Context: an optimization exercise on an open-source flow, tuned for small area. The choices shown serve that exercise and are no tape-out recipe. In this exercise RTL edits were held to simulation tests only and were not proved equivalent to the original. Power is estimated from default activity; no workload was simulated.

==> design/flow/design.v <==
package fpu_pkg;
  localparam logic [1:0] OP_NONE = 2'b00;
  localparam logic [1:0] OP_FADD = 2'b01;
  localparam logic [1:0] OP_FMUL = 2'b10;
  localparam logic [1:0] OP_RSVD = 2'b11;
endpackage
module fpu_seq (
  input  logic        clk,
  input  logic        reset,
  input  logic        Start,
  input  logic [1:0]  FPUOp,
  input  logic [31:0] SrcA,
  input  logic [31:0] SrcB,
  output logic [31:0] Result,
  output logic        Done,
  output logic        Busy,
  output logic [3:0]  FPUFlags
);
  localparam logic [3:0] S_IDLE = 4'd0;
  localparam logic [3:0] S_A1   = 4'd1;   
  localparam logic [3:0] S_A2   = 4'd2;   
  localparam logic [3:0] S_A3   = 4'd3;   
  localparam logic [3:0] S_AL   = 4'd4;   
  localparam logic [3:0] S_ML   = 4'd5;   
  localparam logic [3:0] S_M4   = 4'd6;   
  localparam logic [3:0] S_NORM = 4'd7;   
  localparam logic [3:0] S_PACK = 4'd8;   
  localparam logic [3:0] S_RSV  = 4'd9;   
  localparam logic [3:0] S_DONE = 4'd10;
  localparam logic [3:0] S_A5   = 4'd11;  
  localparam logic [3:0] S_A6   = 4'd12;  
  localparam logic [3:0] S_M3   = 4'd13;  
  localparam logic [3:0] S_M3B  = 4'd14;
  localparam logic [3:0] S_A0   = 4'd15;
  logic [3:0]  r_state;
  logic [3:0]  w_next;
  logic [31:0] r_a;
  logic [31:0] r_b;
  logic [25:0] r_acc;
  logic [9:0]  r_ex;
  logic        r_swap;
  logic [7:0] w_eA, w_eB;
  logic       w_hA, w_hB, w_infA, w_infB;
  assign w_eA   = r_a[30:23];
  assign w_eB   = r_b[30:23];
  assign w_hA   = |w_eA;
  assign w_hB   = |w_eB;
  assign w_infA = &w_eA;
  assign w_infB = &w_eB;
  logic w_accZ, w_exNZ;
  assign w_accZ = ~|r_acc;
  assign w_exNZ = |r_ex;
  assign Result   = {r_a[31], r_ex[7:0], r_acc[23:1]};
  assign FPUFlags = {r_a[31], ~|r_ex[7:0], 1'b0, &r_ex[7:0]};
  assign Done     = (r_state == S_DONE);
  assign Busy     = (r_state != S_IDLE);
  logic        r_ySelB;    
  logic        r_yEn;      
  logic        r_sub;      
  logic        w_ySelB, w_yEn, w_sub;
  assign w_ySelB = r_ySelB;
  assign w_yEn   = r_yEn;
  assign w_sub   = r_sub;
  logic [24:0] w_x, w_y;
  logic [25:0] w_sum;
  assign w_x = r_acc[25:1] ^ {25{w_sub}};
  assign w_y = {w_yEn, (w_ySelB ? r_b[22:0] : r_a[22:0]) & {23{w_yEn}}, 1'b0};
  logic [25:0] w_c;
  assign w_c[0] = w_sub;
  for (genvar i = 0; i < 25; i++) begin : g_add
    assign w_sum[i]  = w_x[i] ^ w_y[i] ^ w_c[i];
    assign w_c[i+1]  = (w_x[i] & w_y[i]) | (w_c[i] & (w_x[i] ^ w_y[i]));
  end
  assign w_sum[25] = w_c[25];
  logic w_redo;
  assign w_redo = r_acc[25] & (r_a[31] ^ r_b[31]);
  logic [9:0] w_p, w_q, w_exSum;
  logic       w_cin;
  logic [10:0] w_ec;
  assign w_ec[0] = w_cin;
  for (genvar i = 0; i < 10; i++) begin : g_eadd
    assign w_exSum[i] = w_p[i] ^ w_q[i] ^ w_ec[i];
    assign w_ec[i+1]  = (w_p[i] & w_q[i]) | (w_ec[i] & (w_p[i] ^ w_q[i]));
  end
  logic w_ovf, w_unf, w_special;
  assign w_ovf     = ~r_ex[9] & (r_ex[8] | (&r_ex[7:0]));
  assign w_unf     = r_ex[9] | ~w_exNZ;
  assign w_special = (r_state == S_RSV) | w_infA | w_infB;
  logic       w_accept;
  logic [1:0] w_accOp;    
  logic       w_accNan;
  logic       w_bShift;
  logic [1:0] w_signOp;   
  assign w_accept = (r_state == S_IDLE) && Start && (FPUOp != 2'b00);
  always_comb begin
    w_next   = r_state;
    w_p      = r_ex;
    w_q      = 10'd0;
    w_cin    = 1'b0;
    w_accOp  = 2'd0;
    w_accNan = 1'b0;
    w_bShift = 1'b0;
    w_signOp = 2'd0;
    case (r_state)
      S_IDLE: begin
        w_accOp = 2'd3;
        w_p     = 10'd0;
        w_q     = 10'h3E8;         
        if (w_accept) begin
          case (FPUOp)
            2'b01:   w_next = S_A0;
            2'b10:   w_next = S_ML;
            default: w_next = S_RSV;
          endcase
        end
      end
      S_A0: begin
        w_accOp = 2'd3;
        w_p     = 10'd0;
        w_q     = {2'b00, w_eA};
        w_next  = S_A1;
      end
      S_A1: begin
        w_accOp = 2'd3;
        w_q    = {2'b11, ~w_eB};
        w_cin  = 1'b1;
        w_next = S_A2;
      end
      S_A2: begin
        w_accOp = 2'd1;
        w_next  = S_A3;
      end
      S_A3: begin
        w_accOp = 2'd2;
        w_next  = S_AL;
      end
      S_AL: begin
        if (w_exNZ && !w_accZ) begin
          w_accOp = 2'd1;
          w_q     = {{9{~r_ex[9]}}, 1'b1};
        end else begin
          w_next  = S_A5;
        end
      end
      S_A5: begin
        w_accOp  = 2'd1;
        w_p      = 10'd0;
        w_q      = r_swap ? {2'b00, w_eB} : {2'b00, w_eA};
        w_signOp = 2'd2;
        w_next   = S_A6;
      end
      S_A6: begin
        w_next = w_redo ? S_A0 : S_NORM;
      end
      S_ML: begin
        w_accOp  = 2'd1;
        w_cin    = 1'b1;
        w_bShift = 1'b1;
        if (&r_ex) w_next = S_M3;
      end
      S_M3: begin
        if (!(w_hA && w_hB)) w_accOp = 2'd3;    
        w_p    = 10'd0;
        w_q    = {2'b00, w_eA};
        w_next = S_M3B;
      end
      S_M3B: begin
        w_q    = {2'b00, w_eB};
        w_next = S_M4;
      end
      S_M4: begin
        w_q      = 10'h381;        
        w_signOp = 2'd1;
        w_next   = S_NORM;
      end
      S_NORM: begin
        if (r_acc[25]) begin
          w_accOp = 2'd1;
          w_cin   = 1'b1;
          w_next  = S_PACK;
        end else if (!r_acc[24] && !w_accZ) begin
          w_accOp = 2'd2;
          w_q     = 10'h3FF;
        end else begin
          w_next = S_PACK;
        end
      end
      S_PACK, S_RSV: begin
        w_next = S_DONE;
        if (w_special) begin
          w_accOp  = 2'd3;
          w_accNan = 1'b1;
          w_p      = 10'd0;
          w_q      = 10'h0FF;
          w_signOp = 2'd3;
        end else if (!r_acc[24]) begin
          w_accOp  = 2'd3;
          w_p      = 10'd0;
          w_signOp = 2'd3;
        end else if (w_ovf) begin
          w_accOp  = 2'd3;
          w_p      = 10'd0;
          w_q      = 10'h0FF;
        end else if (w_unf) begin
          w_accOp  = 2'd3;
          w_p      = 10'd0;
          w_signOp = 2'd3;
        end
      end
      S_DONE: begin
        w_next = S_IDLE;
      end
      default: w_next = S_IDLE;
    endcase
  end
  logic w_swapN, w_ySelBN, w_rb0N;
  always_comb begin
    w_swapN = r_swap;
    if (r_state == S_IDLE)    w_swapN = 1'b0;
    else if (r_state == S_A1) w_swapN = r_swap | w_exSum[9];
    else if (r_state == S_A6) w_swapN = r_swap ^ w_redo;
  end
  assign w_ySelBN = w_swapN ^ (w_next == S_A2);
  assign w_rb0N   = (r_state == S_IDLE) ? SrcB[0] : (w_bShift ? r_b[1] : r_b[0]);
  always_ff @(posedge clk) begin
    r_swap  <= w_swapN;
    r_ySelB <= w_ySelBN;
    r_yEn   <= (w_next == S_ML) ? w_rb0N
             : (((w_next == S_A2) || (w_next == S_A5)) && (w_ySelBN ? w_hB : w_hA));
    r_sub   <= (w_next == S_A5) && (r_a[31] ^ r_b[31]);
  end
  always_ff @(posedge clk) begin
    if (!reset) r_state <= S_IDLE;
    else        r_state <= w_next;
  end
  always_ff @(posedge clk) begin
    r_ex <= w_exSum;
    case (w_accOp)
      2'd1:    r_acc <= {w_sum[25] ^ w_sub, w_sum[24:0]};
      2'd2:    r_acc <= {r_acc[24:0], 1'b0};
      2'd3:    r_acc <= {2'b00, w_accNan, 23'd0};
      default: ;
    endcase
    if (r_state == S_IDLE) begin
      r_a <= SrcA;
      r_b <= SrcB;
    end else begin
      if (w_bShift) r_b[22:0] <= {w_hB, r_b[22:1]};
      case (w_signOp)
        2'd1:    r_a[31] <= r_a[31] ^ r_b[31];
        2'd2:    r_a[31] <= r_swap ? r_b[31] : r_a[31];
        2'd3:    r_a[31] <= 1'b0;
        default: ;
      endcase
    end
  end
endmodule
==> design/flow/flow/run.sh <==
#!/bin/bash
# The standard layout with two changes:
#  - synthesis maps the logic with an area-oriented ABC script (flow/area.abc);
#    registers are untouched, so they are the standard synthesis's registers;
#  - the port buffers use the smallest buffer cell.
set -euo pipefail
W=$(pwd)
sed "s#^source \$::env(SCRIPTS_DIR)/synth_preamble.tcl#&\nset abc_args [list -script $W/flow/area.abc {*}[lrange \$abc_args 2 end]]#" \
  "$FLOW_HOME/scripts/synth.tcl" > my_synth.tcl
grep -q "flow/area.abc" my_synth.tcl
sed "s#source \$::env(SCRIPTS_DIR)/synth.tcl#source $W/my_synth.tcl#" synth_recipe.tcl > my_synth_recipe.tcl
grep -q "my_synth.tcl" my_synth_recipe.tcl
sed "s#SYNTH_SCRIPT=[^ ]*#SYNTH_SCRIPT=$W/my_synth_recipe.tcl#" standard.sh > my_standard.sh
grep -q "my_synth_recipe.tcl" my_standard.sh
export BUFFER_PORTS_ARGS="-buffer_cell sky130_fd_sc_hd__buf_1"
export CTS_ARGS="-sink_clustering_enable -repair_clock_nets -dont_use_dummy_load"
bash my_standard.sh > standard_flow.log 2>&1
==> design/flow/flow/area.abc <==
strash
&get -n
&st
&dch
&nf -R 1000
&st
&dch
&nf -R 1000
&put
topo
==> design/flow/standard.sh <==
#!/bin/bash
# synth_recipe.tcl (not shown) runs the flow's synth.tcl, then flattens the netlist and writes it again
# the make line also repeats each setting of config.mk as NAME=value (left out here)
make -C /OpenROAD-flow-scripts/flow DESIGN_CONFIG=/design/flow/config.mk WORK_HOME=/design/flow/orfs CLKGATE_MAP_FILE= SYNTH_SCRIPT=/design/flow/synth_recipe.tcl "${@:-finish}"
==> design/flow/config.mk <==
export PLATFORM = sky130hd
export DESIGN_NAME = fpu_seq
export DESIGN_NICKNAME = fpu_seq
export VERILOG_FILES = /design/flow/design.v
export SDC_FILE = /design/flow/constraint.sdc
export NUM_CORES = 4
export LEC_CHECK = 0
export ABC_AREA = 1
export CAP_MARGIN = 0
export CORE_MARGIN = 2
export CORE_UTILIZATION = 72
export SLEW_MARGIN = 0
==> design/flow/constraint.sdc <==
create_clock -name core_clock -period 11.0 [get_ports {clk}]
set_input_delay 2.2000 -clock core_clock [delete_from_list [all_inputs] [get_ports {clk}]]
set_output_delay 2.2000 -clock core_clock [all_outputs]
set_load 0.01 [all_outputs]
==> results.sh, run 1 <==
export IMPL_crit_arrival_ns=10.75
export IMPL_fillers=489
export IMPL_layout_drive_gt1_share=0.0626
export IMPL_cts_tree="done"
export IMPL_cts_hold_buf=0
export IMPL_power_w=0.00202
export IMPL_vias=4625
export IMPL_cp_max_fo=4
export IMPL_grt_max_degree=71
export IMPL_status="timing/DRC/antenna clean"
export IMPL_vdd_drop_max_uv=162
export IMPL_r2r_end="r_acc[24]"
export IMPL_root_buffer="clkbuf_8"
export IMPL_ff2ff_path_depth=31
export IMPL_syn_nets=673
export IMPL_rows=33
export IMPL_die_x_um=96.0
export IMPL_cp_start_kind="register"
export IMPL_die_h_um=96.0
export IMPL_synth_most_common_cell="nand2_1"
export IMPL_netlist_area_leader_share=0.444
export IMPL_worstHoldStart="r_b[3]"
export IMPL_hold_viol_final=0
export IMPL_layout_nets=763
export IMPL_yosys_warnings=1
export IMPL_r2r_start="r_acc[2]"
export IMPL_numCtsBuffers=9
export IMPL_core_area_um2=8220
export IMPL_p_leak_nw=2.23
export IMPL_yosys_top_cells_area="edfxtp_1, fa_1, nand2_1"
export IMPL_routabilityCongestion=0.907
export IMPL_vias_per_cell=6.09
export IMPL_initial_utilization=0.741
export IMPL_syn_area_um2=6090
export IMPL_slew_violations=0
export IMPL_tightest_slew_ns=1.17
export IMPL_cap_violations=0
export IMPL_synthTopCellsByCount="nand2_1, edfxtp_1, o21ai_0, buf_4, fa_1"
export IMPL_hold_depth=2
export IMPL_numClockSinks=108
export IMPL_grt_antenna_before_repair=0
export IMPL_period_share=0.967
export IMPL_post_synth_num_cell_types=35
export IMPL_grt_overflow=0
export IMPL_clockBufferDepth=2
export IMPL_drc_errors=0
export IMPL_path_common_cell="fa_2"
export IMPL_worstHoldEndpoint="r_b[2]"
export IMPL_layout_min_cycle_time_ns=10.64
export IMPL_netlist_instances=567
export IMPL_syn_avg_cell_area_um2=10.7
export IMPL_hp_class="reg2reg"
export IMPL_fmax_mhz=94.0
export IMPL_worst_hold_slack_ns=0.542
export IMPL_slew_headroom=0.219
export IMPL_die_area_um2=9210
export IMPL_ios=107
export IMPL_post_drt_wl_per_cell_um=18.1
export IMPL_synth_edf_count=90
export IMPL_pre_cts_slack_ns=-0.117
export IMPL_r2r_slack_ns=0.36
export IMPL_ys_flop_type="edfxtp_1"
export IMPL_cp_required_ns=11.12
export IMPL_setup_violations=0
export IMPL_yosysTopAreaCell="edfxtp_1"
export IMPL_grt_pass1_wl_mm=21.7
export IMPL_async_flop_share=0
export IMPL_port_buffers=105
export IMPL_worst_slack_ns=0.363
export IMPL_finalSetupTns_ns=0
export IMPL_wirelength_mm=13.8
export IMPL_htreeDepth=3
export IMPL_slowest_delay_ns=0.45
export IMPL_cp_top_family="adder cells"
export IMPL_drt_iter0_drc=443
export IMPL_insertedDiodeCount=0
export IMPL_area_delta_synth_final_pct=8.65
export IMPL_slowest_stage="edfxtp_1"
export IMPL_clk_latency_ns=0.37
export IMPL_place_area_um2=6460
export IMPL_post_route_cell_area_um2=6620
export IMPL_rsz0062_at_grt="false"
export IMPL_ys_seq_elements=108
export IMPL_synth_yosys_seq_area_share=0.503
export IMPL_worst_clock_skew_ns=0.0443
export IMPL_cts_clk_slew_worst_paths_ns=0.09
export IMPL_worst_path_buf_inv=5
export IMPL_dp_hpwl_mm=10.0
export IMPL_critical_path_class="reg2reg"
export IMPL_drt_pre_antenna_iters=6
export IMPL_grt_pass1_vias=4440
export IMPL_grt_usage=0.318
export IMPL_power_density_nw_per_um2=305
export IMPL_crit_path_end_kind="register"
export IMPL_ant_nets=0
-- flip-flops by register name, summed over array words and instances, names as in the netlist --
register  flops
r_yEn         1
r_sub         1
r_swap        1
r_a          32
r_state       4
r_acc        26
r_ex         10
r_b          32
r_ySelB       1
-- worst reg2reg max path: cells and delay by family, from the launching register on --
kind                     cells  cell delay [ns]
AO/OA/AOI/OAI                1             0.20
flip-flops                   1             0.45
buffers and inverters        5             0.41
adder cells (fa/ha/maj)     24             9.15
XOR/XNOR                     1             0.19
-- routing by layer --
metal,part of all wire,vias to the layer above,track usage
li1,-,2146,-
met2,0.49,260,0.519
met1,0.41,2195,0.435
met5,0,-,0
met3,0.079,24,0.0658
met4,0.013,0,0.100
-- where the power goes --
group / switching, W / internal, W
Sequential: 0.000142 / 0.000749
Combinational: 0.000624 / 0.000304
Clock: 0.000122 / 0.0000741
-- worst max path at each step --
stage | depth (start not counted) | start | slack (ns) | endpoint
after floorplan | 32 | r_sub | 0.04 | r_acc[24]
after global placement | 33 | r_acc[1] | 0.08 | r_acc[24]
after detailed placement | 33 | r_acc[1] | -0.12 | r_acc[24]
after CTS | 33 | r_acc[1] | 0.03 | r_acc[24]
after global routing | 31 | r_acc[2] | 0.03 | r_acc[24]
final | 31 | r_acc[2] | 0.36 | r_acc[24]
-- what timing repair did --
item / 4_1_cts / 5_1_grt
pin swaps: 0 / 1
resized for setup: 3 / 5
endpoints found under the setup margin: 1 / 2
setup buffers: 0 / 1
-- cells in the final DEF (no fill, tap or decap), drive strengths merged, types with 3 or more instances in the layout --
cell / synthesis / routed
nand4: 11 / 11
edfxtp: 90 / 90
dfxtp: 18 / 18
buf: 34 / 113
a21oi: 11 / 11
nor3: 8 / 8
a22o: 5 / 5
o211ai: 22 / 22
ha: 4 / 4
nor4: 14 / 14
clkinv: 26 / 25
and3: 3 / 3
xnor2: 24 / 24
and2: 9 / 9
nand2: 116 / 116
fa: 33 / 33
nor2b: 7 / 7
o21ai: 43 / 43
nand2b: 25 / 25
nand3: 10 / 10
nor2: 25 / 25
xor2: 7 / 7
a211oi: 5 / 5
clkbuf: 0 / 9
-- per-stage QoR --
step	utilization	cells
2_1_floorplan	-	567
3_3_place_gp	0.787	750
3_5_place_dp	0.787	750
4_1_cts	0.803	759
5_1_grt	0.805	760
6_report	0.805	760
-- kinds of logic after synthesis --
kind of cell,Yosys count,synth area share
simple gates,233,0.178
other cells,1,0.000616
flops,108,0.503
xor+xnor,31,0.0446
compound gates,97,0.0986
buf+inv,60,0.0580
fa+ha+maj,37,0.117
-- area by class of cell --
type / count / area, µm² / area share
multi-input combinational: 399 / 2740 / 0.414
sequential: 108 / 3070 / 0.464
tap: 105 / 131 / 0.0199
inverter: 26 / 97.6 / 0.0148
clock buffer: 9 / 124 / 0.0187
timing repair buffer: 113 / 454 / 0.0687
==> run 2: changes to the inputs <==
--- a/design/flow/design.v
+++ b/design/flow/design.v
@@ -38,7 +38,7 @@
   logic [31:0] r_b;
   logic [25:0] r_acc;
   logic [9:0]  r_ex;
-  logic        r_swap;
+  logic        w_swap;     
   logic [7:0] w_eA, w_eB;
   logic       w_hA, w_hB, w_infA, w_infB;
   assign w_eA   = r_a[30:23];
@@ -145,7 +145,7 @@
       S_A5: begin
         w_accOp  = 2'd1;
         w_p      = 10'd0;
-        w_q      = r_swap ? {2'b00, w_eB} : {2'b00, w_eA};
+        w_q      = w_swap ? {2'b00, w_eB} : {2'b00, w_eA};
         w_signOp = 2'd2;
         w_next   = S_A6;
       end
@@ -215,15 +215,15 @@
   end
   logic w_swapN, w_ySelBN, w_rb0N;
   always_comb begin
-    w_swapN = r_swap;
+    w_swapN = w_swap;
     if (r_state == S_IDLE)    w_swapN = 1'b0;
-    else if (r_state == S_A1) w_swapN = r_swap | w_exSum[9];
-    else if (r_state == S_A6) w_swapN = r_swap ^ w_redo;
+    else if (r_state == S_A1) w_swapN = w_swap | w_exSum[9];
+    else if (r_state == S_A6) w_swapN = w_swap ^ w_redo;
   end
   assign w_ySelBN = w_swapN ^ (w_next == S_A2);
   assign w_rb0N   = (r_state == S_IDLE) ? SrcB[0] : (w_bShift ? r_b[1] : r_b[0]);
+  assign w_swap = r_ySelB ^ (r_state == S_A2);
   always_ff @(posedge clk) begin
-    r_swap  <= w_swapN;
     r_ySelB <= w_ySelBN;
     r_yEn   <= (w_next == S_ML) ? w_rb0N
              : (((w_next == S_A2) || (w_next == S_A5)) && (w_ySelBN ? w_hB : w_hA));
@@ -248,7 +248,7 @@
       if (w_bShift) r_b[22:0] <= {w_hB, r_b[22:1]};
       case (w_signOp)
         2'd1:    r_a[31] <= r_a[31] ^ r_b[31];
-        2'd2:    r_a[31] <= r_swap ? r_b[31] : r_a[31];
+        2'd2:    r_a[31] <= w_swap ? r_b[31] : r_a[31];
         2'd3:    r_a[31] <= 1'b0;
         default: ;
       endcase
--- a/design/flow/flow/run.sh
+++ b/design/flow/flow/run.sh
@@ -1,8 +1,9 @@
 #!/bin/bash
-# The standard layout with two changes:
+# The standard layout with these changes:
 #  - synthesis maps the logic with an area-oriented ABC script (flow/area.abc);
 #    registers are untouched, so they are the standard synthesis's registers;
-#  - the port buffers use the smallest buffer cell.
+#  - the port buffers use the smallest buffer cell;
+#  - clock tree synthesis adds no dummy loads.
 set -euo pipefail
 W=$(pwd)
 sed "s#^source \$::env(SCRIPTS_DIR)/synth_preamble.tcl#&\nset abc_args [list -script $W/flow/area.abc {*}[lrange \$abc_args 2 end]]#" \
==> run 2 against run 1 <==
Compared with the run above: still clean on timing, DRC and antenna; hold slack got worse by 0.0082 ns; sequential power is 4.5% higher; fmax rose by 0.19%; final cell count fell by 0.39%; critical path type unchanged; critical endpoint unchanged; largest power group unchanged; highest routed layer unchanged.
==> results.sh, run 2 <==
export IMPL_power_w=0.00208
export IMPL_syn_area_um2=6080
export IMPL_async_flop_share=0
export IMPL_post_synth_num_cell_types=40
export IMPL_slew_violations=0
export IMPL_ys_seq_elements=107
export IMPL_drt_iter0_drc=361
export IMPL_rows=33
export IMPL_die_x_um=95.9
export IMPL_hp_class="reg2reg"
export IMPL_path_common_cell="fa_2"
export IMPL_tightest_slew_ns=1.26
export IMPL_grt_max_degree=47
export IMPL_yosys_warnings=1
export IMPL_final_common_cell="nand2_1"
export IMPL_fillers=525
export IMPL_vias_per_cell=6.08
export IMPL_cap_violations=0
export IMPL_clk_latency_ns=0.36
export IMPL_worst_clock_skew_ns=0.0317
export IMPL_area_delta_synth_final_pct=8.40
export IMPL_htreeDepth=3
export IMPL_initial_utilization=0.740
export IMPL_grt_antenna_before_repair=0
export IMPL_syn_nets=671
export IMPL_largestRegisters="r_a x32, r_b x32, r_acc x26"
export IMPL_vias=4604
export IMPL_cp_start_kind="register"
export IMPL_drc_errors=0
export IMPL_dp_hpwl_mm=9.92
export IMPL_layout_common_cells="nand2_1, buf_1, edfxtp_1"
export IMPL_grt_pass1_vias=4448
export IMPL_worst_path_buf_inv=5
export IMPL_period_share=0.965
export IMPL_layout_nets=760
export IMPL_synth_yosys_seq_area_share=0.501
export IMPL_core_area_um2=8220
export IMPL_place_area_um2=6440
export IMPL_cts_tree="done"
export IMPL_drt_pre_antenna_iters=6
export IMPL_cp_max_fo=2
export IMPL_post_drt_wl_per_cell_um=17.5
export IMPL_use_met2=0.508
export IMPL_grt_usage=0.308
export IMPL_instances_no_fill=757
export IMPL_numCtsBuffers=9
export IMPL_numClockSinks=107
export IMPL_p_leak_nw=2.22
export IMPL_insertedDiodeCount=0
export IMPL_clockBufferDepth=2
export IMPL_wirelength_mm=13.3
export IMPL_layout_min_cycle_time_ns=10.62
export IMPL_slew_headroom=0.159
export IMPL_gr_usage_met3=0.0697
export IMPL_grt_busiest_layer="met2"
export IMPL_grt_overflow=0
export IMPL_slowest_stage="fa_1"
export IMPL_synth_most_common_cell="nand2_1"
export IMPL_root_buffer="clkbuf_8"
export IMPL_layout_drive_gt1_share=0.0583
export IMPL_status="timing/DRC/antenna clean"
export IMPL_yosys_top_cells_area="edfxtp_1, fa_1, nand2_1"
export IMPL_ios=107
export IMPL_yosysTopAreaCell="edfxtp_1"
export IMPL_vdd_drop_max_uv=159
export IMPL_dp_cells=748
export IMPL_die_h_um=95.9
export IMPL_crit_arrival_ns=10.71
export IMPL_die_area_um2=9190
export IMPL_power_density_nw_per_um2=315
export IMPL_synth_edf_count=90
export IMPL_cp_required_ns=11.09
export IMPL_ant_nets=0
export IMPL_ys_flop_type="edfxtp_1"
export IMPL_port_buffers=105
export IMPL_netlist_area_leader_share=0.445
export IMPL_grt_util_met1=0.420
export IMPL_netlist_instances=565
export IMPL_crit_path_end_kind="register"
export IMPL_setup_violations=0
export IMPL_fmax_mhz=94.2
export IMPL_cts_clk_slew_worst_paths_ns=0.10
export IMPL_cp_top_family="adder cells"
export IMPL_syn_avg_cell_area_um2=10.8
export IMPL_grt_pass1_wl_mm=21.3
export IMPL_post_route_cell_area_um2=6590
export IMPL_hold_viol_final=0
export IMPL_critical_path_class="reg2reg"
export IMPL_slowest_delay_ns=0.46
export IMPL_synthTopCellsByCount="nand2_1, edfxtp_1, o21ai_0, buf_4"
export IMPL_rsz0062_at_grt="false"
export IMPL_routabilityCongestion=1.00
==> run 2: logic make-up (layout without fill, tap and decap cells) <==
kind of cell | after synthesis | after routing | share of synthesized area
and+or+nand+nor | 236 | 236 | 0.181
xor gates and xnor gates | 30 | 30 | 0.0432
buffers and inverters | 59 | 146 | 0.0574
other | 1 | 1 | 0.000617
DFF | 107 | 107 | 0.501
AOI/OAI and AO/OA | 95 | 95 | 0.100
adders and majority gates | 37 | 37 | 0.117
==> run 2: tightest hold or removal path, stage by stage (launching register included) <==
cell and delay, ns:
edfxtp_1 0.34, nand2_1 0.06, nand2_1 0.06
==> run 2: final timing paths <==
kind / to / start / slack, ns / depth (start not counted)
hold / removal: r_b[17] / r_b[18] / 0.53 / 2
hold reg to reg: r_b[17] / r_b[18] / 0.53 / 2
setup reg to reg: r_acc[24] / r_acc[1] / 0.38 / 31
setup / recovery: r_acc[24] / r_acc[1] / 0.38 / 31
==> run 2: layer usage <==
metal,up-vias,share of wire
li1,2136,-
met1,2181,0.40
met2,260,0.48
met3,27,0.10
met4,0,0.017
met5,-,0
==> run 2: layout make-up <==
| cell class | instances | area (µm²) | share of cell area |
|---|---|---|---|
| clock buffer | 9 | 124 | 0.0188 |
| inverter | 25 | 93.8 | 0.0142 |
| multi-input combinational | 399 | 2740 | 0.416 |
| sequential | 107 | 3050 | 0.463 |
| tap | 105 | 131 | 0.0199 |
| timing repair buffer | 112 | 447 | 0.0678 |
==> run 2: power breakdown <==
group          switching, W  internal [W]  leakage (nW)
Sequential         0.000165      0.000766          1.06
Clock              0.000117     0.0000739        0.0647
Combinational      0.000631      0.000323          1.09
Total              0.000913       0.00116          2.22
==> run 2: what timing repair did <==
| action | 4_1_cts | 5_1_grt |
|---|---|---|
| setup buffers | 0 | 0 |
| hold buffers | 0 | 0 |
| endpoints found under the setup margin | 1 | 2 |
| gates resized for setup | 3 | 5 |
==> run 2: metrics by stage <==
stage	hold WS [ns]	setup WS, ns	TNS, ns	utilization
2_1_floorplan	0.507	0.0476	0	-
4_1_cts	0.537	0.0397	0	0.800
5_1_grt	0.563	0.0602	0	0.802
6_report	0.534	0.384	0	0.802
3_3_place_gp	0.516	0.0959	0	0.784
3_5_place_dp	0.526	-0.135	-0.135	0.784
==> run 3: changes to the inputs <==
==> design/flow/flow/area.abc (replaced) <==
strash
&get -n
&st
&deepsyn -T 60
&dch
&nf -R 1000
&st
&dch
&nf -R 1000
&put
topo
==> run 3 against run 2 <==
Compared with the run above: flip-flop and latch count stayed put; sequential power fell by 5.7%; still clean on timing, DRC and antenna; critical path depth is 1 higher; final cell count fell by 4.0%; combinational power is 4.8% lower; non-clock buffer count is 2 higher; worst setup slack worse by 0.061 ns; die area shrank 2.6%; via count is 4.6% lower; clock-buffer cell count did not move.
==> results.sh, run 3 <==
export IMPL_drc_errors=0
export IMPL_yosys_top_cells_area="edfxtp_1, fa_1, dfxtp_1"
export IMPL_numClockSinks=107
export IMPL_slew_violations=0
export IMPL_insertedDiodeCount=0
export IMPL_synthXorXnorAreaFrac=0.0445
export IMPL_clk_latency_ns=0.38
export IMPL_power_density_nw_per_um2=306
export IMPL_synth_compound_area_frac=0.102
export IMPL_rows=33
export IMPL_ys_flop_type="edfxtp_1"
export IMPL_cp_required_ns=11.09
export IMPL_layout_min_cycle_time_ns=10.68
export IMPL_syn_area_um2=5910
export IMPL_hp_class="reg2reg"
export IMPL_layout_nets=730
export IMPL_grt_pass1_wl_mm=20.9
export IMPL_clockBufferDepth=2
export IMPL_rsz0062_at_grt="false"
export IMPL_ant_nets=0
export IMPL_largestRegisters="r_a x32, r_b x32, r_acc x26"
export IMPL_worstHoldStart="r_acc[0]"
export IMPL_grt_usage=0.312
export IMPL_synthTopCellsByCount="edfxtp_1, nor2_1, nand2_1, o21ai_0, buf_4"
export IMPL_root_buffer="clkbuf_8"
export IMPL_worst_hold_slack_ns=0.598
export IMPL_ios=107
export IMPL_synthSimpleGateAreaFrac=0.155
export IMPL_hold_viol_final=0
export IMPL_numCtsBuffers=9
export IMPL_yosys_warnings=1
export IMPL_hold_depth=2
export IMPL_routabilityCongestion=0.977
export IMPL_worst_clock_skew_ns=0.0321
export IMPL_setup_violations=0
export IMPL_die_h_um=94.6
export IMPL_wirelength_mm=13.2
export IMPL_drt_pre_antenna_iters=5
export IMPL_synth_top_family_by_area="simple AND/OR/NAND/NOR gates"
export IMPL_synth_most_common_cell="edfxtp_1"
export IMPL_syn_nets=639
export IMPL_netlist_instances=533
export IMPL_crit_path_end_kind="register"
export IMPL_vias_per_cell=6.04
export IMPL_multiInputGateArea_um2=2610
export IMPL_cap_violations=0
export IMPL_critical_path_class="reg2reg"
export IMPL_vias=4393
export IMPL_fmax_mhz=93.7
export IMPL_layout_common_cells="buf_1, edfxtp_1, nor2_1"
export IMPL_synth_edf_count=90
export IMPL_slowest_delay_ns=0.44
export IMPL_die_area_um2=8950
export IMPL_cp_start_kind="register"
export IMPL_fillers=499
export IMPL_cts_tree="done"
export IMPL_grt_max_degree=67
export IMPL_status="timing/DRC/antenna clean"
export IMPL_synth_yosys_seq_area_share=0.515
export IMPL_ff2ff_path_depth=32
export IMPL_grt_pass1_vias=4351
export IMPL_slowest_stage="fa_1"
export IMPL_vdd_drop_max_uv=175
export IMPL_cts_clk_slew_worst_paths_ns=0.08
export IMPL_initial_utilization=0.730
export IMPL_layout_drive_gt1_share=0.0756
export IMPL_synthMuxAreaShare=0.00339
export IMPL_ys_seq_elements=107
export IMPL_grt_overflow=0
export IMPL_netlist_area_leader_share=0.457
export IMPL_power_w=0.00198
export IMPL_period_share=0.971
export IMPL_post_synth_num_cell_types=41
export IMPL_r2r_start="r_acc[1]"
export IMPL_htreeDepth=3
export IMPL_tightest_slew_ns=1.22
export IMPL_finalSetupTns_ns=0
export IMPL_core_area_um2=8090
export IMPL_die_x_um=94.6
export IMPL_p_leak_nw=2.11
export IMPL_regArea_um2=3050
export IMPL_grt_antenna_before_repair=0
export IMPL_cp_max_fo=2
export IMPL_dp_hpwl_mm=9.60
export IMPL_post_drt_wl_per_cell_um=18.2
export IMPL_post_cts_setup_buffers=0
export IMPL_path_common_cell="fa_2"
export IMPL_drt_iter0_drc=352
export IMPL_yosys_area_share_adder=0.122
export IMPL_port_buffers=105
export IMPL_yosysTopAreaCell="edfxtp_1"
export IMPL_area_delta_synth_final_pct=9.31
export IMPL_syn_avg_cell_area_um2=11.1
export IMPL_async_flop_share=0
export IMPL_crit_arrival_ns=10.76
export IMPL_final_common_cell="buf_1"
export IMPL_slew_headroom=0.188
export IMPL_cp_startpoint="r_acc[1]"
[run 3: power by group]
group	leakage [nW]	internal (W)	total (W)	switching, W
registers	1.07	0.000727	0.000878	0.000151
clock network	0.0647	0.0000739	0.000193	0.000119
logic	0.977	0.000314	0.000908	0.000594
total	2.11	0.00111	0.00198	0.000864
[run 3: cells by family (layout without fill, tap and decap cells)]
group,after synthesis,in the layout
xor+xnor,30,30
buf+inv,58,147
mux,2,2
simple gates,205,205
fa+ha+maj,38,38
other cells,1,1
compound gates,92,92
flops,107,107
[run 3: worst paths after layout]
path	to	slack (ns)
max reg2reg	r_acc[24]	0.32
min reg2reg	r_acc[1]	0.60
min	r_acc[1]	0.60
max	r_acc[24]	0.32
[run 3: critical path, delay by kind of cell, from the launching register on]
kind	cells	cell delay, ns
buffers and inverters	6	0.48
adder cells (fa/ha/maj)	25	9.43
AO/OA/AOI/OAI	1	0.07
flip-flops	1	0.42
[run 3: timing repair]
item                                   in CTS  in global routing
endpoints found under the hold margin       0                  0
hold buffers                                0                  0
setup endpoints to repair                   2                  2
gates resized for setup                     8                  4
[run 3: metal layers]
| layer | global-route usage | routed length (µm) | vias to the layer above |
|---|---|---|---|
| met2 | 0.505 | 6490 | 245 |
| met3 | 0.0495 | 1060 | 37 |
| li1 | - | - | 2033 |
| met4 | 0.129 | 349 | 0 |
| met5 | 0 | 0 | - |
| met1 | 0.425 | 5340 | 2078 |
[run 3: cell type report]
class,instances,area share
sequential,107,0.472
multi-input combinational,368,0.403
timing repair buffer,114,0.0715
tap,105,0.0203
clock buffer,9,0.0192
inverter,24,0.0139
[run 3: per-stage QoR]
step                instances   util  instance area, µm²  setup WS [ns]
finish                    727  0.798                6460          0.323
global route              727  0.798                6460         0.0399
CTS                       727  0.797                6450         0.0307
detailed placement        718  0.779                6310         -0.318
global placement          718  0.779                6310         0.0446
floorplan                 533      -                5960         0.0496
==> run 4: changes to the inputs <==
--- a/design/flow/design.v
+++ b/design/flow/design.v
@@ -22,9 +22,7 @@
   localparam logic [3:0] S_A3   = 4'd3;   
   localparam logic [3:0] S_AL   = 4'd4;   
   localparam logic [3:0] S_ML   = 4'd5;   
-  localparam logic [3:0] S_M4   = 4'd6;   
   localparam logic [3:0] S_NORM = 4'd7;   
-  localparam logic [3:0] S_PACK = 4'd8;   
   localparam logic [3:0] S_RSV  = 4'd9;   
   localparam logic [3:0] S_DONE = 4'd10;
   localparam logic [3:0] S_A5   = 4'd11;  
@@ -82,9 +80,8 @@
     assign w_exSum[i] = w_p[i] ^ w_q[i] ^ w_ec[i];
     assign w_ec[i+1]  = (w_p[i] & w_q[i]) | (w_ec[i] & (w_p[i] ^ w_q[i]));
   end
-  logic w_ovf, w_unf, w_special;
-  assign w_ovf     = ~r_ex[9] & (r_ex[8] | (&r_ex[7:0]));
-  assign w_unf     = r_ex[9] | ~w_exNZ;
+  logic w_ovf, w_special;
+  assign w_ovf     = ~r_ex[9] & (r_ex[8] | (&r_ex[7:1]));    
   assign w_special = (r_state == S_RSV) | w_infA | w_infB;
   logic       w_accept;
   logic [1:0] w_accOp;    
@@ -92,20 +89,21 @@
   logic       w_bShift;
   logic [1:0] w_signOp;   
   assign w_accept = (r_state == S_IDLE) && Start && (FPUOp != 2'b00);
+  logic w_pack;
   always_comb begin
     w_next   = r_state;
     w_p      = r_ex;
     w_q      = 10'd0;
     w_cin    = 1'b0;
-    w_accOp  = 2'd0;
+    w_accOp  = 2'd3;
     w_accNan = 1'b0;
     w_bShift = 1'b0;
     w_signOp = 2'd0;
+    w_pack   = 1'b0;
     case (r_state)
       S_IDLE: begin
-        w_accOp = 2'd3;
         w_p     = 10'd0;
-        w_q     = 10'h3E8;         
+        w_q     = 10'h369;         
         if (w_accept) begin
           case (FPUOp)
             2'b01:   w_next = S_A0;
@@ -115,13 +113,11 @@
         end
       end
       S_A0: begin
-        w_accOp = 2'd3;
         w_p     = 10'd0;
         w_q     = {2'b00, w_eA};
         w_next  = S_A1;
       end
       S_A1: begin
-        w_accOp = 2'd3;
         w_q    = {2'b11, ~w_eB};
         w_cin  = 1'b1;
         w_next = S_A2;
@@ -132,15 +128,12 @@
       end
       S_A3: begin
         w_accOp = 2'd2;
-        w_next  = S_AL;
+        w_next  = w_exNZ ? S_AL : S_A5;
       end
       S_AL: begin
-        if (w_exNZ && !w_accZ) begin
-          w_accOp = 2'd1;
-          w_q     = {{9{~r_ex[9]}}, 1'b1};
-        end else begin
-          w_next  = S_A5;
-        end
+        w_accOp = 2'd1;
+        w_q     = {{9{~r_ex[9]}}, 1'b1};
+        if ((r_ex == 10'd1) || (&r_ex) || w_accZ) w_next = S_A5;
       end
       S_A5: begin
         w_accOp  = 2'd1;
@@ -150,68 +143,64 @@
         w_next   = S_A6;
       end
       S_A6: begin
-        w_next = w_redo ? S_A0 : S_NORM;
+        if (w_redo) w_next = S_A0;
+        else        w_pack = 1'b1;
       end
       S_ML: begin
         w_accOp  = 2'd1;
         w_cin    = 1'b1;
         w_bShift = 1'b1;
-        if (&r_ex) w_next = S_M3;
+        if (r_ex == 10'h380) w_next = S_M3;
       end
       S_M3: begin
-        if (!(w_hA && w_hB)) w_accOp = 2'd3;    
-        w_p    = 10'd0;
+        if (w_hA && w_hB) w_accOp = 2'd1;    
         w_q    = {2'b00, w_eA};
         w_next = S_M3B;
       end
       S_M3B: begin
-        w_q    = {2'b00, w_eB};
-        w_next = S_M4;
-      end
-      S_M4: begin
-        w_q      = 10'h381;        
+        w_accOp  = 2'd2;
+        w_q      = {2'b00, w_eB};
         w_signOp = 2'd1;
         w_next   = S_NORM;
       end
       S_NORM: begin
-        if (r_acc[25]) begin
-          w_accOp = 2'd1;
-          w_cin   = 1'b1;
-          w_next  = S_PACK;
-        end else if (!r_acc[24] && !w_accZ) begin
-          w_accOp = 2'd2;
-          w_q     = 10'h3FF;
-        end else begin
-          w_next = S_PACK;
-        end
-      end
-      S_PACK, S_RSV: begin
+        w_pack = 1'b1;
+      end
+      S_RSV: begin
+        w_pack = 1'b1;
+      end
+      S_DONE: begin
+        w_next = S_IDLE;
+      end
+      default: w_next = S_IDLE;
+    endcase
+    if (w_pack) begin
+      if (!r_acc[25] && !w_accZ && !w_special) begin
+        w_accOp = 2'd2;
+        w_q     = 10'h3FF;
+        w_next  = S_NORM;
+      end else begin
         w_next = S_DONE;
         if (w_special) begin
-          w_accOp  = 2'd3;
           w_accNan = 1'b1;
           w_p      = 10'd0;
           w_q      = 10'h0FF;
           w_signOp = 2'd3;
-        end else if (!r_acc[24]) begin
-          w_accOp  = 2'd3;
+        end else if (!r_acc[25]) begin
           w_p      = 10'd0;
           w_signOp = 2'd3;
         end else if (w_ovf) begin
-          w_accOp  = 2'd3;
           w_p      = 10'd0;
           w_q      = 10'h0FF;
-        end else if (w_unf) begin
-          w_accOp  = 2'd3;
+        end else if (r_ex[9]) begin
           w_p      = 10'd0;
           w_signOp = 2'd3;
+        end else begin
+          w_accOp  = 2'd1;
+          w_cin    = 1'b1;
         end
       end
-      S_DONE: begin
-        w_next = S_IDLE;
-      end
-      default: w_next = S_IDLE;
-    endcase
+    end
   end
   logic w_swapN, w_ySelBN, w_rb0N;
   always_comb begin
@@ -236,10 +225,9 @@
   always_ff @(posedge clk) begin
     r_ex <= w_exSum;
     case (w_accOp)
-      2'd1:    r_acc <= {w_sum[25] ^ w_sub, w_sum[24:0]};
       2'd2:    r_acc <= {r_acc[24:0], 1'b0};
       2'd3:    r_acc <= {2'b00, w_accNan, 23'd0};
-      default: ;
+      default: r_acc <= {w_sum[25] ^ w_sub, w_sum[24:0]};
     endcase
     if (r_state == S_IDLE) begin
       r_a <= SrcA;
==> run 4 against run 3 <==
Compared with the run above: global-route usage up 0.41 points; utilization up 1.5 points; cell area down 3.3%; critical endpoint is now r_acc[25]; still clean on timing, DRC and antenna; sequential share of layout area down 2.5 points.
==> results.sh, run 4 <==
export IMPL_synth_edf_count=64
export IMPL_syn_avg_cell_area_um2=10.4
export IMPL_cp_max_fo=2
export IMPL_drc_errors=0
export IMPL_yosys_top_cells_area="edfxtp_1, dfxtp_1, fa_1"
export IMPL_largestRegisters="r_a x32, r_b x32, r_acc x26"
export IMPL_grt_antenna_before_repair=1
export IMPL_p_leak_nw=2.05
export IMPL_rsz0062_at_grt="false"
export IMPL_yosys_warnings=1
export IMPL_dp_cells=730
export IMPL_tightest_slew_ns=1.16
export IMPL_clk_latency_ns=0.38
export IMPL_ff2ff_path_depth=31
export IMPL_vias=4528
export IMPL_async_flop_share=0
export IMPL_power_density_nw_per_um2=316
export IMPL_final_common_cell="nand2_1"
export IMPL_vias_per_cell=6.12
export IMPL_slew_headroom=0.225
export IMPL_critical_path_class="reg2reg"
export IMPL_hold_depth=2
export IMPL_cts_tree="done"
export IMPL_r2r_end="r_acc[25]"
export IMPL_cts_clk_slew_worst_paths_ns=0.08
export IMPL_netlist_area_leader_share=0.336
export IMPL_crit_path_end_kind="register"
export IMPL_fillers=485
export IMPL_r2r_start="r_yEn"
export IMPL_setup_violations=0
export IMPL_syn_nets=658
export IMPL_yosysTopAreaCell="edfxtp_1"
export IMPL_grt_max_degree=67
export IMPL_clockBufferDepth=2
export IMPL_ant_nets=0
export IMPL_cp_required_ns=11.28
export IMPL_path_common_cell="fa_2"
export IMPL_worstHoldEndpoint="r_acc[1]"
export IMPL_post_cts_setup_buffers=0
export IMPL_hold_viol_final=0
export IMPL_status="timing/DRC/antenna clean"
export IMPL_drt_iter0_drc=369
export IMPL_slew_violations=0
export IMPL_multiInputGateArea_um2=2670
export IMPL_cap_violations=0
export IMPL_area_delta_synth_final_pct=9.40
export IMPL_hp_class="reg2reg"
export IMPL_numCtsBuffers=9
export IMPL_synthTopCellsByCount="nand2_1, edfxtp_1, dfxtp_1, o21ai_0, buf_4"
export IMPL_layout_common_cells="nand2_1, buf_1, edfxtp_1"
export IMPL_die_h_um=93.1
export IMPL_vdd_drop_max_uv=424
export IMPL_post_drt_wl_per_cell_um=18.0
export IMPL_ys_flop_type="edfxtp_1"
export IMPL_grt_pass1_wl_mm=21.0
export IMPL_layout_drive_gt1_share=0.0769
export IMPL_initial_utilization=0.743
export IMPL_dp_hpwl_mm=9.74
export IMPL_slowest_delay_ns=0.44
export IMPL_ys_seq_elements=107
export IMPL_crit_arrival_ns=10.93
export IMPL_instances_no_fill=740
export IMPL_htreeDepth=3
export IMPL_die_area_um2=8660
export IMPL_layout_min_cycle_time_ns=10.64
export IMPL_worst_clock_skew_ns=0.0347
export IMPL_fmax_mhz=94.0
export IMPL_cp_start_kind="register"
export IMPL_r2r_slack_ns=0.36
export IMPL_cts_hold_buf=0
export IMPL_rows=32
export IMPL_pre_cts_slack_ns=-0.0722
export IMPL_drt_pre_antenna_iters=7
export IMPL_layout_nets=747
export IMPL_wirelength_mm=13.3
export IMPL_slowest_stage="fa_1"
export IMPL_numClockSinks=107
export IMPL_post_synth_num_cell_types=40
export IMPL_ios=107
export IMPL_routabilityCongestion=0.954
export IMPL_grt_pass1_vias=4383
export IMPL_root_buffer="clkbuf_8"
export IMPL_die_x_um=93.1
export IMPL_syn_area_um2=5710
export IMPL_core_area_um2=7690
export IMPL_netlist_instances=550
export IMPL_synth_yosys_seq_area_share=0.487
export IMPL_regArea_um2=2790
export IMPL_worstHoldStart="r_acc[0]"
export IMPL_port_buffers=105
export IMPL_period_share=0.967
export IMPL_grt_usage=0.316
export IMPL_worst_slack_ns=0.359
export IMPL_grt_overflow=0
export IMPL_synth_most_common_cell="nand2_1"
==> run 4: cell types whose count changed in the layout (fill, tap and decap cells not counted), sizes merged, moves of 3 or more <==
cell,before,now
a21oi,7,13
o21ai,35,38
xor2,8,5
edfxtp,90,64
nand2b,2,7
nand2,55,122
o31ai,6,0
nor2b,6,3
nor2,89,33
a221oi,0,5
dfxtp,17,43
a211o,3,0
==> run 4: final cells by class <==
type                       instances  share of cell area
clock buffer                       9              0.0198
tap                              102              0.0204
sequential                       107               0.446
inverter                          23              0.0140
timing repair buffer             112              0.0721
multi-input combinational        386               0.427
antenna                            1            0.000400
==> run 4: how the worst max path moves through the flow <==
stage,start,endpoint,depth (start not counted)
after floorplan,r_yEn,r_acc[25],31
after global placement,r_ySelB,r_acc[25],30
after detailed placement,r_ySelB,r_acc[25],30
after CTS,r_acc[1],r_acc[25],31
after global routing,r_yEn,r_acc[25],31
final,r_yEn,r_acc[25],31
==> run 4: what timing repair did <==
action | in CTS | in global routing
pin swaps | 0 | 2
resized for setup | 2 | 6
setup endpoints to repair | 1 | 2
==> run 4: cells by family after synthesis <==
kind of cell / synth area share
and+or+nand+nor: 0.168
muxes: 0.00175
buffers and inverters: 0.0598
other: 0.000656
AOI/OAI and AO/OA: 0.110
DFF: 0.487
xor gates and xnor gates: 0.0445
adders and majority gates: 0.129
==> run 4: layer usage <==
| metal | vias up | routed length (µm) | global-route usage |
|---|---|---|---|
| li1 | 2057 | - | - |
| met1 | 2159 | 5290 | 0.407 |
| met2 | 261 | 6570 | 0.536 |
| met3 | 51 | 1040 | 0.0669 |
| met4 | 0 | 396 | 0.107 |
| met5 | - | 0 | 0 |
==> run 4: critical path, delay by kind of cell, from the launching register on <==
kind                     cells  cell delay, ns
flip-flops                   1            0.34
XOR/XNOR                     1            0.15
adder cells (fa/ha/maj)     24            9.50
buffers and inverters        3            0.22
AND/OR/NAND/NOR              1            0.13
AO/OA/AOI/OAI                2            0.25
==> run 4: power by group <==
group	switching [W]	internal [W]
clock network	0.000119	0.0000739
logic	0.000600	0.000325
registers	0.000166	0.000688
total	0.000886	0.00109
==> run 4: metrics by stage <==
stage,utilization,total power [W],TNS [ns],area (µm²),hold WS [ns]
after floorplan,-,0.00151,0,5780,0.426
after global placement,0.795,0.00171,0,6110,0.444
after detailed placement,0.795,0.00177,-0.0722,6110,0.468
after CTS,0.811,0.00196,0,6240,0.488
after global routing,0.813,0.00212,0,6250,0.541
final,0.813,0.00197,0,6250,0.493

static timing again, ports no longer ideal:
The flow's constraints put no driver on any port. The routed layouts listed below were extracted and timed again, unchanged, in two steps.
Step 1 sets driving cells, clkbuf_16 on the clock port and buf_2 on the other inputs (assumed; they add their load-dependent delay and slew).
Step 2 times the ports against the registers' clock, not the clock port: input delays grow and output delays shrink by t, the midpoint of the rising clock arrivals with the driver on.
Three values: ideal, step 1, step 2; two values: the first two.
run	t (ns)	slack for setup (ns)	clock arrival spread, ns	worst register clock-pin slew, ns	worst data-port slew with drivers (ns)
run 1	0.386	0.363 / 0.363 / 0.363	0.044 / 0.044	0.11 / 0.11	0.04
run 2	0.378	0.384 / 0.384 / 0.384	0.032 / 0.032	0.11 / 0.11	0.04
run 3	0.392	0.323 / 0.323 / 0.323	0.032 / 0.032	0.10 / 0.10	0.05
run 4	0.389	0.359 / 0.359 / 0.359	0.035 / 0.035	0.11 / 0.11	0.04
After both steps every run listed still meets setup and hold.
